Context: an optimization exercise on an open-source flow, tuned for small area, a short achievable clock period and few clock cycles. The choices shown serve that exercise and are no tape-out recipe. Where RTL was checked, it was by simulation tests only, not by an equivalence proof against the original. Power is estimated from default activity; no workload was simulated.

==> exp/violet <==
// dma_backend
module dma_backend #(
  parameter int unsigned MaxOut = 4    
) (
  input  logic        clk_i,
  input  logic        rst_ni,
  input  logic        valid_i,
  input  logic [31:0] req_src_i,
  input  logic [31:0] req_dst_i,
  input  logic [31:0] req_num_bytes_i,
  input  logic        req_serialize_i,
  output logic        ready_o,
  output logic [31:0] ar_addr_o,
  output logic [7:0]  ar_len_o,
  output logic        ar_valid_o,
  input  logic        ar_ready_i,
  output logic [31:0] aw_addr_o,
  output logic [7:0]  aw_len_o,
  output logic        aw_valid_o,
  input  logic        aw_ready_i,
  output logic [31:0] w_data_o,
  output logic        w_last_o,
  output logic        w_valid_o,
  input  logic        w_ready_i,
  input  logic [31:0] r_data_i,
  input  logic        r_last_i,
  input  logic        r_valid_i,
  output logic        r_ready_o,
  input  logic        b_valid_i,
  output logic        b_ready_o,
  output logic        backend_idle_o,
  output logic        trans_complete_o
);
export LEC_CHECK = 0
export CAP_MARGIN = 20
export CORE_MARGIN = 2
export CORE_UTILIZATION = 65
export PLACE_DENSITY = 0.75
export SLEW_MARGIN = 20
create_clock -name core_clock -period 8.5 [get_ports {clk_i}]
standard.sh (not shown) runs the stock make flow with config.mk's settings and CLKGATE_MAP_FILE= SYNTH_SCRIPT=/design/flow/synth_recipe.tcl, a recipe that flattens the netlist after the stock synthesis.
==> flow/flow/run.sh <==
#!/bin/bash
# standard layout; timing repair aims below the clock period, ports buffered with buf_1
bash standard.sh SETUP_SLACK_MARGIN=5.5 "BUFFER_PORTS_ARGS=-buffer_cell sky130_fd_sc_hd__buf_1" finish > standard.log 2>&1
==> inputs of exp/sierra, as changes to exp/violet <==
--- a/flow/design.v
+++ b/flow/design.v
@@ -29,12 +29,13 @@
   input  logic        b_valid_i,
   output logic        b_ready_o,
   output logic        backend_idle_o,
   output logic        trans_complete_o
 );
   localparam int unsigned BPtrW = (MaxOut > 1) ? $clog2(MaxOut) : 1;
+  localparam int unsigned PendW = $clog2(MaxOut + 3);
   logic              free_q;     
   logic              rdy_q;      
   logic              free_d;
   logic              calc_q;     
   logic              ser_q;      
   logic              ar_vld_q;
@@ -43,16 +44,12 @@
   logic [29:0]       dst_q;
   logic [29:0]       left_q;
   logic [3:0]        len_q;      
   logic              last_q;     
   logic              ge16;       
   logic              gt16;       
-  logic              spe_q;      
-  logic              dpe_q;      
-  logic              spe_nx;
-  logic              dpe_nx;
   logic [3:0]        cap_s;
   logic [3:0]        cap_d;
   logic [3:0]        cap_l;
   logic [3:0]        cap_lr;
   logic              s_le_d;
   logic              s_le_l;
@@ -86,22 +83,25 @@
   logic [BPtrW:0]    bl_rp_q;
   logic [BPtrW:0]    bl_wp_inc;
   logic [BPtrW:0]    bl_rp_inc;
   logic              bl_full;
   logic              bl_empty;
   logic              b_fire;
-  logic [BPtrW:0]    bl_wp_d;
-  logic [BPtrW:0]    bl_rp_d;
+  logic [PendW-1:0]  pend_q;
+  logic [PendW-1:0]  pend_x;
+  logic [PendW-1:0]  pend_x1;
+  logic              pend_is0;
+  logic              pend_is1;
   logic              cmp_q;
   logic              cmp_d;
   logic              busy_q;     
   logic              ser_ok;
   assign ge16   = |left_q[29:4];
   assign gt16   = (|left_q[29:5]) | (left_q[4] & (|left_q[3:0]));
-  assign cap_s  = spe_q ? ~src_q[3:0] : 4'hf;
-  assign cap_d  = dpe_q ? ~dst_q[3:0] : 4'hf;
+  assign cap_s  = (&src_q[9:4]) ? ~src_q[3:0] : 4'hf;
+  assign cap_d  = (&dst_q[9:4]) ? ~dst_q[3:0] : 4'hf;
   assign cap_lr = left_q[3:0] - 4'd1;
   assign cap_l  = ge16 ? 4'hf : cap_lr;
   assign s_le_d = (cap_s <= cap_d);
   assign s_le_l = ge16 | (cap_s <= cap_lr);
   assign d_le_l = ge16 | (cap_d <= cap_lr);
   assign l_le_s = ge16 ? (cap_s == 4'hf) : (cap_lr <= cap_s);
@@ -132,17 +132,15 @@
                     src_q[3:0] + len_q + 4'd1};
   assign dst_nx  = {dst_c10 ? dst_hi_inc : dst_q[29:10],
                     dst_c4 ? dst_mid_inc : dst_q[9:4],
                     dst_q[3:0] + len_q + 4'd1};
   assign left_nx = {left_b5 ? left_hi_dec : left_q[29:5],
                     left_q[4:0] - {1'b0, len_q} - 5'd1};
-  assign spe_nx  = src_c4 ? (src_q[9:4] == 6'd62) : (&src_q[9:4]);
-  assign dpe_nx  = dst_c4 ? (dst_q[9:4] == 6'd62) : (&dst_q[9:4]);
   assign req_nz  = |req_num_bytes_i[31:2];
   assign accept  = rdy_q & valid_i & req_nz;
-  assign ser_ok  = ~ser_q | bl_empty;
+  assign ser_ok  = ~ser_q | pend_is1;
   assign issue   = calc_q & ~bl_full & ser_ok;
   assign advance = ~free_q & ~calc_q & ~ar_vld_q & ~aw_vld_q;
   assign ar_vld_d = issue | (ar_vld_q & ~ar_ready_i);
   assign aw_vld_d = issue | (aw_vld_q & ~aw_ready_i);
   always_comb begin
     free_d = free_q;
@@ -176,20 +174,16 @@
   always_ff @(posedge clk_i) begin
     if (free_q) begin
       src_q  <= req_src_i[31:2];
       dst_q  <= req_dst_i[31:2];
       left_q <= req_num_bytes_i[31:2];
       ser_q  <= req_serialize_i;
-      spe_q  <= &req_src_i[11:6];
-      dpe_q  <= &req_dst_i[11:6];
     end else if (advance) begin
       src_q  <= src_nx;
       dst_q  <= dst_nx;
       left_q <= left_nx;
-      spe_q  <= spe_nx;
-      dpe_q  <= dpe_nx;
     end else if (issue) begin
       ser_q  <= 1'b0;
     end
     if (issue) begin
       len_q  <= len_d;
       last_q <= last_d;
@@ -206,25 +200,33 @@
   assign bl_full   = (bl_wp_q == (bl_rp_q ^ {1'b1, BPtrW'(0)}));
   assign bl_empty  = (bl_wp_q == bl_rp_q);
   assign bl_wp_inc = bl_wp_q + 1'b1;
   assign bl_rp_inc = bl_rp_q + 1'b1;
   assign b_fire    = b_valid_i & ~bl_empty;
   assign cmp_d     = b_fire & bl_mem_q[bl_rp_q[BPtrW-1:0]];
-  assign bl_wp_d   = issue ? bl_wp_inc : bl_wp_q;
-  assign bl_rp_d   = b_fire ? bl_rp_inc : bl_rp_q;
+  assign pend_x    = pend_q - PendW'(cmp_q);
+  assign pend_x1   = pend_x + 1'b1;
+  assign pend_is0  = (pend_x == '0);
+  assign pend_is1  = (pend_x == PendW'(1));
   always_ff @(posedge clk_i or negedge rst_ni) begin
     if (!rst_ni) begin
       bl_wp_q  <= '0;
       bl_rp_q  <= '0;
+      pend_q   <= '0;
       cmp_q    <= 1'b0;
       busy_q   <= 1'b0;
     end else begin
-      bl_wp_q  <= bl_wp_d;
-      bl_rp_q  <= bl_rp_d;
+      if (issue) begin
+        bl_wp_q <= bl_wp_inc;
+      end
+      if (b_fire) begin
+        bl_rp_q <= bl_rp_inc;
+      end
+      pend_q   <= accept ? pend_x1 : pend_x;
       cmp_q    <= cmp_d;
-      busy_q   <= ~free_d | (bl_wp_d != bl_rp_d);
+      busy_q   <= accept | ~(cmp_d ? pend_is1 : pend_is0);
     end
   end
   always_ff @(posedge clk_i) begin
     for (int unsigned i = 0; i < MaxOut; i++) begin
       if (issue && bl_wp_q[BPtrW-1:0] == BPtrW'(i)) begin
         bl_mem_q[i] <= last_d;
==> flow/flow/run.sh (replaced) <==
#!/bin/bash
# standard layout; timing repair aims below the clock period, ports buffered with buf_1
bash standard.sh SETUP_SLACK_MARGIN=5.1 "BUFFER_PORTS_ARGS=-buffer_cell sky130_fd_sc_hd__buf_1" finish > standard.log 2>&1
Settings changed: CORE_UTILIZATION 65 to 40, PLACE_DENSITY 0.75 to 0.6.
==> run summary <==
- Detailed-route wire length: roughly 22,000 microns
- Status: timing/DRC/antenna clean
- Inverters: 47
- Count of distinct cell types in the synthesized netlist: 59
- Insertion delay of the later-clocked pin in the worst-skew pair: 440 ps
- Slack of the critical path: between 5000 and 6000 ps
- Starting utilization of the core area: 67.1%
- Power Total: between 4 and 5 mW
- Multiplexer share of the synthesized area: about 7.0%
- Layout fillers: approximately 920
Source of the figures above: exp/violet

==> run summary <==
- Inverters: 54
- Power Total: 3.89 mW
- Multiplexer share of the synthesized area: 7.65%
- Critical path arrival: 3440 ps
- Count of distinct cell types in the synthesized netlist: 52
- Layout fillers: approximately 2,200
- Status: timing/DRC/antenna clean
- Slack of the critical path: 5330 ps
- Insertion delay of the later-clocked pin in the worst-skew pair: around 430 ps
- Starting utilization of the core area: roughly two fifths
Source of the figures above: exp/sierra

Testbench counts of exp/violet, summed over its fixed seeds: cycles 36,136.
No functional check of the RTL was part of exp/sierra.

## port drivers added, routing unchanged
In the flow no input, the clock included, has a driving cell. The finished layouts below were timed again as built, in two steps. Step 1 sets driving cells, clkbuf_16 on the clock port and buf_2 on the other inputs (assumed; they add their load-dependent delay and slew). Step 2 moves the port delays by t, midway between the first and last clock arrival at a register: inputs arrive t later, outputs are due t later. That takes back most of the time a late clock gives input paths. Three values: ideal, step 1, step 2; two values: the first two.
| run | t (ns) | setup slack, ns | worst register clock-pin slew, ns | pins driven straight from the clock port |
|---|---|---|---|---|
| exp/violet | 0.477 | 5.609 / 5.617 / 5.155 | 0.08 / 0.08 | 1 |
| exp/sierra | 0.474 | 5.334 / 5.362 / 4.888 | 0.09 / 0.09 | 1 |
After both steps every run listed still meets setup and hold. For exp/violet, which loses most, drivers alone change the setup slack by +0.008 ns; drivers and shift together by -0.454 ns.
